Context: an optimization exercise on an open-source flow, tuned for a short achievable clock period and few clock cycles. The choices shown serve that exercise and are no tape-out recipe.
Where RTL was checked, it was by simulation tests only, not by an equivalence proof against the original.
Power and IR drop assume default switching activity.

==> v14 <==
==> flow/design.v (excerpt) <==
module vixen_top (
    input  logic                clk,
    input  logic                rst_n,
    output logic                mem_en,
    output logic                mem_wr,
    output logic                mem_wide,
    output logic [16-1:0] mem_addr,
    output logic [16-1:0] mem_din,
    input  logic [16-1:0] mem_dout
);
    logic [15:0] rf [0:14];              
    logic        fn, fz, fc, fv;
    logic        halted;                 
    logic        jwait;                  
    logic        skipp;                  
    logic        jpend;                  
    logic        wb_v;                   
    logic [3:0]  wb_rd;
    logic [15:0] wb_val;                 
    logic        bus_fetch;              
    logic        bus_ld;                 
    logic [3:0]  bus_rt;
    logic [15:0] fpc;                    
    logic        ret_v;                  
    logic [15:0] ret_npc;                
    logic        ldd_v;                  
  ...
make LEC_CHECK=0 ABC_CLOCK_PERIOD_IN_PS=2500 CAP_MARGIN=30 CORE_MARGIN=2 CORE_UTILIZATION=40 SETUP_SLACK_MARGIN=5 SLEW_MARGIN=30 finish   # period 8.0 ns
run.sh (not shown) runs the stock make flow with config.mk's settings and CLKGATE_MAP_FILE= SYNTH_SCRIPT=/design/flow/synth_recipe.tcl, a recipe that flattens the netlist after the stock synthesis.
==> inputs of v12, as changes to v14 <==
--- a/flow/design.v
+++ b/flow/design.v
@@ -11,18 +11,23 @@
     logic [15:0] rf [0:14];              
     logic        fn, fz, fc, fv;
     logic        halted;                 
     logic        jwait;                  
     logic        skipp;                  
     logic        jpend;                  
+    logic        st_v;                   
+    logic [3:0]  st_rb;                  
+    logic [4:0]  st_off;
+    logic [15:0] st_data;
     logic        wb_v;                   
     logic [3:0]  wb_rd;
     logic [15:0] wb_val;                 
     logic        bus_fetch;              
     logic        bus_ld;                 
     logic [3:0]  bus_rt;
+    logic [15:0] lastf;                  
     logic [15:0] fpc;                    
     logic        ret_v;                  
     logic [15:0] ret_npc;                
     logic        ldd_v;                  
     logic [3:0]  ldd_rt;
     logic        ldd_wide;
@@ -109,12 +114,13 @@
     function automatic logic [13:0] conds(input logic n, input logic z, input logic c, input logic v);
         conds = {z | (n ^ v), ~z & ~(n ^ v), n ^ v, ~(n ^ v), ~c | z, c & ~z,
                  ~v, v, ~n, n, ~c, c, ~z, z};
     endfunction
     logic [13:0] cond_vec, c_csel;
     logic        cond_true;
+    always_comb for (int k = 0; k < 14; k++) c_csel[k] = e_sh == 4'(k);    
     assign cond_true = |(cond_vec & c_csel);
     logic        e_cin;
     logic [15:0] ag, ap, cy;
     logic [15:0] sum;
     logic        sum_c;
     assign e_cin = (c_cin_fc & fc) | c_cin_one;
@@ -161,24 +167,26 @@
     assign res_v = res_n ^ opA[15] ^ opBx[15] ^ res_c;
     logic fn_n, fz_n, fc_n, fv_n;
     assign fn_n = e_v && c_wnz ? res_n : fn;
     assign fz_n = e_v && c_wnz ? res_z : fz;
     assign fc_n = e_v && c_wc  ? res_c : fc;
     assign fv_n = e_v && c_wv  ? res_v : fv;
+    logic [15:0] ls_addr;
+    assign ls_addr = opB + {11'd0, e_off};
     logic e_we, e_jmp, e_ld15, e_prfalse, e_halting;
     assign e_we      = e_v && c_wr && e_rd != 4'hF;
     assign e_jmp     = e_v && c_wr && e_rd == 4'hF;
+    logic fwd_hit;
+    assign fwd_hit   = c_wide && st_v && e_sh == st_rb && e_off == st_off;
     assign e_ld15    = e_v && c_ld && e_rd == 4'hF;
     logic e_jfast, e_jslow, e_hold;
     assign e_jfast   = e_jmp && (c_movb || c_imm);
     assign e_jslow   = e_jmp && !(c_movb || c_imm);
     assign e_hold    = e_ld15 || e_jslow;
     assign e_prfalse = e_v && c_pr && !cond_true;
     assign e_halting = e_v && c_halt;
-    logic [15:0] ls_addr;
-    assign ls_addr = opB + {11'd0, e_off};
     logic ld15_jump;
     assign ld15_jump = ldd_v && ldd_rt == 4'hF;
     logic        redirect;
     logic [15:0] tgt;
     always_comb begin
         redirect = 1'b0;
@@ -220,52 +228,107 @@
     assign qa_i = q_i[0][3:0];
     assign qb_i = q_i[0][7:4];
     assign rfa_f = fa_i == 4'hF ? d_npc : rf[fa_i];
     assign rfb_f = fb_i == 4'hF ? d_npc : rf[fb_i];
     assign rfa_q = qa_i == 4'hF ? d_npc : rf[qa_i];
     assign rfb_q = qb_i == 4'hF ? d_npc : rf[qb_i];
-    logic fwe_a, fwe_b, fwl_a, fwl_b, fww_a, fww_b;
-    assign fwe_a = e_we && d_i[3:0] == e_rd;
-    assign fwe_b = e_we && d_i[7:4] == e_rd;
-    assign fww_a = wb_v && d_i[3:0] == wb_rd;
-    assign fww_b = wb_v && d_i[7:4] == wb_rd;
-    assign fwl_a = ldd_v && d_i[3:0] == ldd_rt;
-    assign fwl_b = ldd_v && d_i[7:4] == ldd_rt;
+    function automatic logic [2:0] hits(input logic [3:0] k);
+        hits = {e_we && k == e_rd, wb_v && k == wb_rd, ldd_v && k == ldd_rt && k != 4'hF};
+    endfunction
+    logic [2:0] h_fa, h_fb, h_qa, h_qb, h_a, h_b;
+    assign h_fa = hits(fa_i);
+    assign h_fb = hits(fb_i);
+    assign h_qa = hits(qa_i);
+    assign h_qb = hits(qb_i);
+    assign h_a  = d_fq ? h_qa : h_fa;
+    assign h_b  = d_fq ? h_qb : h_fb;
+    logic s_ea, s_wa, s_la, s_qa, s_fa, s_eb, s_wb, s_lb, s_qb, s_fb;
+    always_comb begin
+        s_ea = d_fq ? h_qa[2] : h_fa[2];
+        s_wa = d_fq ? (!h_qa[2] && h_qa[1]) : (!h_fa[2] && h_fa[1]);
+        s_la = d_fq ? (!h_qa[2] && !h_qa[1] && h_qa[0]) : (!h_fa[2] && !h_fa[1] && h_fa[0]);
+        s_qa = d_fq && h_qa == 3'b000;
+        s_fa = !d_fq && h_fa == 3'b000;
+        s_eb = d_fq ? h_qb[2] : h_fb[2];
+        s_wb = d_fq ? (!h_qb[2] && h_qb[1]) : (!h_fb[2] && h_fb[1]);
+        s_lb = d_fq ? (!h_qb[2] && !h_qb[1] && h_qb[0]) : (!h_fb[2] && !h_fb[1] && h_fb[0]);
+        s_qb = d_fq && h_qb == 3'b000;
+        s_fb = !d_fq && h_fb == 3'b000;
+    end
+    logic [15:0] vbx, subm, immx;
+    assign subm = {16{d_sub}};
+    assign immx = {{7{d_i[12]}}, d_i[12:4]};
     always_comb begin
-        va = d_fq ? rfa_q : rfa_f;
-        vb = d_fq ? rfb_q : rfb_f;
-        if (fwl_a && d_i[3:0] != 4'hF) va = ld_val;
-        if (fwl_b && d_i[7:4] != 4'hF) vb = ld_val;
-        if (fww_a) va = wb_val;
-        if (fww_b) vb = wb_val;
-        if (fwe_a) va = res;
-        if (fwe_b) vb = res;
+        va  = ({16{s_ea}} & res) | ({16{s_wa}} & wb_val) | ({16{s_la}} & ld_val) |
+              ({16{s_qa}} & rfa_q) | ({16{s_fa}} & rfa_f);
+        vb  = ({16{s_eb}} & res) | ({16{s_wb}} & wb_val) | ({16{s_lb}} & ld_val) |
+              ({16{s_qb}} & rfb_q) | ({16{s_fb}} & rfb_f);
+        vbx = d_addi ? immx :
+              (({16{s_eb}} & (res ^ subm)) | ({16{s_wb}} & (wb_val ^ subm)) |
+               ({16{s_lb}} & (ld_val ^ subm)) | ({16{s_qb}} & (rfb_q ^ subm)) |
+               ({16{s_fb}} & (rfb_f ^ subm)));
     end
     logic [1:0] cnt_next;
     logic       cons_sure, fetch_ok, pop;
     logic [1:0] cnt_in;
     logic [2:0] cnt_fl;
     assign cnt_in    = qcnt + {1'b0, ret_v};                     
     assign cnt_fl    = {1'b0, cnt_in} + {2'b0, bus_fetch};
     assign cnt_next  = consumed ? cnt_in - 2'd1 : cnt_in;
     assign cons_sure = d_v && (kill || !((e_v && c_ld) || bus_ld));
     assign fetch_ok  = cons_sure ? cnt_fl <= 3'd3 : cnt_fl <= 3'd2;
     assign pop       = consumed && d_fq;
+    logic        n_en, n_bwr, n_wide, n_fetch, n_ld, use_tf;
+    logic        b_en, b_bwr, b_wide, b_fetch, b_ld;
+    logic [3:0]  n_rt;
+    logic [15:0] n_addr, b_addr, dq_tgt;
+    assign fpc = bus_fetch ? mem_addr : lastf;
+    always_comb begin
+        b_en    = 1'b0;
+        b_bwr   = 1'b0;
+        b_wide  = mem_wide;
+        b_fetch = 1'b0;
+        b_ld    = 1'b0;
+        n_rt    = bus_rt;
+        b_addr  = mem_addr;
+        if (halted || e_halting) begin
+            b_en = 1'b0;
+        end else if (redirect) begin
+            b_en = 1'b1; b_wide = 1'b1; b_fetch = 1'b1;
+            b_addr = tgt;
+        end else if (e_ld15 && fwd_hit) begin
+            b_en = 1'b1; b_wide = 1'b1; b_fetch = 1'b1;
+            b_addr = {st_data[15:1], 1'b0};
+        end else if (e_v && (c_ld || c_st)) begin
+            b_en = 1'b1; b_bwr = c_st; b_wide = c_wide; b_ld = c_ld; n_rt = e_rd;
+            b_addr = ls_addr;
+        end else if (!jwait && !e_jslow && fetch_ok) begin
+            b_en = 1'b1; b_wide = 1'b1; b_fetch = 1'b1;
+            b_addr = fpc + 16'd2;
+        end
+    end
+    assign dq_tgt  = tgt_q;
+    assign n_en    = dred | b_en;
+    assign n_bwr   = !dred & b_bwr;
+    assign n_wide  = dred | b_wide;
+    assign n_fetch = dred | b_fetch;
+    assign n_ld    = !dred & b_ld;
+    assign n_addr  = dred ? dq_tgt : b_addr;
+    assign use_tf  = dred && d_br && !d_fq;
     always_ff @(posedge clk) begin
         e_npc  <= d_npc;
         wb_val <= res;
         wb_rd  <= e_rd;
         e_tgt  <= d_tgt;
         e_imm  <= d_movh ? {d_i[11:4], 8'h00} : {8'h00, d_i[11:4]};
         e_rd   <= d_i[3:0];
         e_sh   <= d_i[7:4];
-        for (int k = 0; k < 14; k++) c_csel[k] <= d_i[7:4] == 4'(k);
         e_off  <= d_i[12:8];
         opA    <= va;
         opB    <= vb;
-        opBx   <= d_addi ? {{7{d_i[12]}}, d_i[12:4]} : (d_sub ? ~vb : vb);
+        opBx   <= vbx;
         c_sum <= n_sum; c_movb <= n_movb; c_mvn <= n_mvn; c_and <= n_and; c_orr <= n_orr;
         c_eor <= n_eor; c_bic <= n_bic; c_shl <= n_shl; c_shr <= n_shr; c_imm <= n_imm;
         c_cin_fc <= n_cin_fc; c_cin_one <= n_cin_one;
         c_wr <= n_wr; c_wnz <= n_wnz; c_wc <= n_wc; c_wv <= n_wv;
         c_ld <= d_ld; c_st <= d_st; c_wide <= d_i[13];
         c_br <= d_br; c_bl <= d_i[12]; c_brd <= dred;
@@ -308,19 +371,20 @@
             mem_wr    <= 1'b0;
             mem_wide  <= 1'b1;
             mem_addr  <= 16'h0000;
             bus_fetch <= 1'b1;
             bus_ld    <= 1'b0;
             bus_rt    <= 4'd0;
-            fpc       <= 16'h0000;
+            lastf     <= 16'h0000;
             ret_v     <= 1'b0;
             ldd_v     <= 1'b0;
             qcnt      <= 2'd0;
             e_v       <= 1'b0;
             wb_v      <= 1'b0;
             jpend     <= 1'b0;
+            st_v      <= 1'b0;
         end else begin
             if (e_halting) halted <= 1'b1;
             if (redirect)
                 skipp <= 1'b0;
             else if (e_prfalse && !d_v)
                 skipp <= 1'b1;
@@ -328,50 +392,34 @@
                 skipp <= 1'b0;
             ret_v <= bus_fetch && !redirect && !e_hold && !dred;
             ldd_v <= bus_ld;
             e_v   <= adv;
             wb_v  <= e_we;
             jpend <= e_jslow;
+            if (e_v && c_st) begin
+                st_v    <= c_wide && e_sh != 4'hF;
+                st_rb   <= e_sh;
+                st_off  <= e_off;
+                st_data <= opA;
+            end else if (e_v && (((c_wr || c_ld) && e_rd == st_rb) || (c_br && c_bl && st_rb == 4'hE))) begin
+                st_v    <= 1'b0;
+            end
             if (redirect || e_hold || dred)
                 qcnt <= 2'd0;
             else
                 qcnt <= cnt_next;
-            if (e_ld15) jwait <= 1'b1;
+            if (e_ld15 && !fwd_hit) jwait <= 1'b1;
             else if (ld15_jump) jwait <= 1'b0;
-            bus_fetch <= 1'b0;
-            bus_ld    <= 1'b0;
-            mem_wr    <= 1'b0;
-            mem_en    <= 1'b0;
-            if (halted || e_halting) begin
-                mem_en <= 1'b0;
-            end else if (redirect) begin
-                mem_en    <= 1'b1;
-                mem_wide  <= 1'b1;
-                mem_addr  <= tgt;
-                fpc       <= tgt;
-                bus_fetch <= 1'b1;
-            end else if (dred) begin
-                mem_en    <= 1'b1;
-                mem_wide  <= 1'b1;
-                mem_addr  <= d_tgt;
-                fpc       <= d_tgt;
-                bus_fetch <= 1'b1;
-            end else if (e_v && (c_ld || c_st)) begin
-                mem_en   <= 1'b1;
-                mem_wr   <= c_st;
-                mem_wide <= c_wide;
-                mem_addr <= ls_addr;
-                bus_ld   <= c_ld;
-                bus_rt   <= e_rd;
-            end else if (!jwait && !e_jslow && fetch_ok) begin
-                mem_en    <= 1'b1;
-                mem_wide  <= 1'b1;
-                mem_addr  <= fpc + 16'd2;
-                fpc       <= fpc + 16'd2;
-                bus_fetch <= 1'b1;
-            end
+            bus_fetch <= n_fetch;
+            bus_ld    <= n_ld;
+            bus_rt    <= n_rt;
+            mem_wr    <= n_bwr;
+            mem_en    <= n_en;
+            mem_wide  <= n_wide;
+            mem_addr  <= use_tf ? tgt_f : n_addr;
+            lastf     <= fpc;
         end
     end
     always_ff @(posedge clk) begin
         mem_din <= opA;
     end
 endmodule
==> inputs of v17, as changes to v14 <==
--- a/flow/design.v
+++ b/flow/design.v
@@ -220,28 +220,31 @@
     assign qa_i = q_i[0][3:0];
     assign qb_i = q_i[0][7:4];
     assign rfa_f = fa_i == 4'hF ? d_npc : rf[fa_i];
     assign rfb_f = fb_i == 4'hF ? d_npc : rf[fb_i];
     assign rfa_q = qa_i == 4'hF ? d_npc : rf[qa_i];
     assign rfb_q = qb_i == 4'hF ? d_npc : rf[qb_i];
-    logic fwe_a, fwe_b, fwl_a, fwl_b, fww_a, fww_b;
-    assign fwe_a = e_we && d_i[3:0] == e_rd;
-    assign fwe_b = e_we && d_i[7:4] == e_rd;
-    assign fww_a = wb_v && d_i[3:0] == wb_rd;
-    assign fww_b = wb_v && d_i[7:4] == wb_rd;
-    assign fwl_a = ldd_v && d_i[3:0] == ldd_rt;
-    assign fwl_b = ldd_v && d_i[7:4] == ldd_rt;
+    function automatic logic [2:0] hits(input logic [3:0] k);
+        hits = {e_we && k == e_rd, wb_v && k == wb_rd, ldd_v && k == ldd_rt && k != 4'hF};
+    endfunction
+    logic [2:0] h_fa, h_fb, h_qa, h_qb, h_a, h_b;
+    assign h_fa = hits(fa_i);
+    assign h_fb = hits(fb_i);
+    assign h_qa = hits(qa_i);
+    assign h_qb = hits(qb_i);
+    assign h_a  = d_fq ? h_qa : h_fa;
+    assign h_b  = d_fq ? h_qb : h_fb;
     always_comb begin
         va = d_fq ? rfa_q : rfa_f;
         vb = d_fq ? rfb_q : rfb_f;
-        if (fwl_a && d_i[3:0] != 4'hF) va = ld_val;
-        if (fwl_b && d_i[7:4] != 4'hF) vb = ld_val;
-        if (fww_a) va = wb_val;
-        if (fww_b) vb = wb_val;
-        if (fwe_a) va = res;
-        if (fwe_b) vb = res;
+        if (h_a[0]) va = ld_val;
+        if (h_b[0]) vb = ld_val;
+        if (h_a[1]) va = wb_val;
+        if (h_b[1]) vb = wb_val;
+        if (h_a[2]) va = res;
+        if (h_b[2]) vb = res;
     end
     logic [1:0] cnt_next;
     logic       cons_sure, fetch_ok, pop;
     logic [1:0] cnt_in;
     logic [2:0] cnt_fl;
     assign cnt_in    = qcnt + {1'b0, ret_v};                     
==> metrics.md <==
| Metric | Value |
|---|---|
| Post-synth top area share | `0.2719` |
| Sequential logic power | `5670 uW` |
| Fin nets | `4359` |
| Hold_ws | `395.5 ps` |
| Multi-input combinational area share | `0.4864` |
| Area after DPL | `0.04384 sq mm` |
| Sequential power share | `0.283` |
| Routed wire length | `188900 um` |
| Hold path startpoint | `bus_rt[1]` |
| R2R Setup Slk | `4740 ps` |
| Register bit total from synthesis | `638` |
| Syn Inst Count | `3953` |
| Outcome | `timing/DRC/antenna clean` |
| CP top delay family | `compound AO/OA/AOI/OAI gates` |
| Slowest CP cell | `a21oi_2` |
| Design area | `0.05355 sq mm` |
| Length of routed wiring on met1 | `67460 um` |
| CP endpoint | `opBx[1]` |
| Vias/cell | `6.765` |
| Buffers, non-clock | `514` |
| Post-synth EDFFs | `376` |
The numbers above come from v12.

==> metrics.md <==
| Metric | Value |
|---|---|
| Multi-input combinational area share | `0.4890` |
| Area after DPL | `0.04240 sq mm` |
| Post-synth top area share | `0.2614` |
| Design area | `0.05042 sq mm` |
| CP top delay family | `compound AO/OA/AOI/OAI gates` |
| Syn Inst Count | `3780` |
| Sequential logic power | `5630 uW` |
| R2R Setup Slk | `4620 ps` |
| CP endpoint | `opBx[10]` |
| Slowest CP cell | `mux4_2` |
| Outcome | `timing/DRC/antenna clean` |
The numbers above come from v17.

==> metrics.md <==
| Metric | Value |
|---|---|
| Length of routed wiring on met1 | `64740 um` |
| CP endpoint | `opBx[10]` |
| Multi-input combinational area share | `0.4929` |
| Routed wire length | `181900 um` |
| Design area | `0.05140 sq mm` |
| Register bit total from synthesis | `627` |
| Outcome | `timing/DRC/antenna clean` |
| Hold path startpoint | `mem_addr[0]` |
| Fin nets | `4163` |
| Post-synth top area share | `0.2619` |
| R2R Setup Slk | `4490 ps` |
| Hold_ws | `393.6 ps` |
The numbers above come from v14.

Testbench counts of v14, summed over its fixed seeds: cycles 57,462.
No functional check of the RTL was part of v12 and v17.

[static timing again, ports no longer ideal]
Ports are ideal in the flow. The routed layouts listed here were re-timed in OpenROAD. Step 1 (the two cells are an assumption about what drives the block):
set clk [get_ports {clk}]
set_driving_cell -lib_cell sky130_fd_sc_hd__clkbuf_16 $clk
set_driving_cell -lib_cell sky130_fd_sc_hd__buf_2 [delete_from_list [all_inputs] $clk]
Step 2 times the ports against the registers' clock, not the clock port: input delays grow and output delays shrink by t, the midpoint of the rising clock arrivals with the driver on. Three values: ideal ports, drivers, drivers and shift; two values: the first two.
run	t (ns)	slack for setup (ns)	latest minus earliest clock arrival (ns)	slew at the worst register clock pin (ns)
v14	0.728	4.421 / 4.138 / 3.410	0.041 / 0.041	0.07 / 0.07
v12	0.722	4.666 / 4.506 / 3.783	0.037 / 0.037	0.07 / 0.07
v17	0.730	4.502 / 4.310 / 3.580	0.037 / 0.038	0.07 / 0.07
After both steps setup and hold are still met in every run listed. The setup slack of v14, which loses most, moves by -0.283 ns with the drivers and by -1.011 ns with both steps.
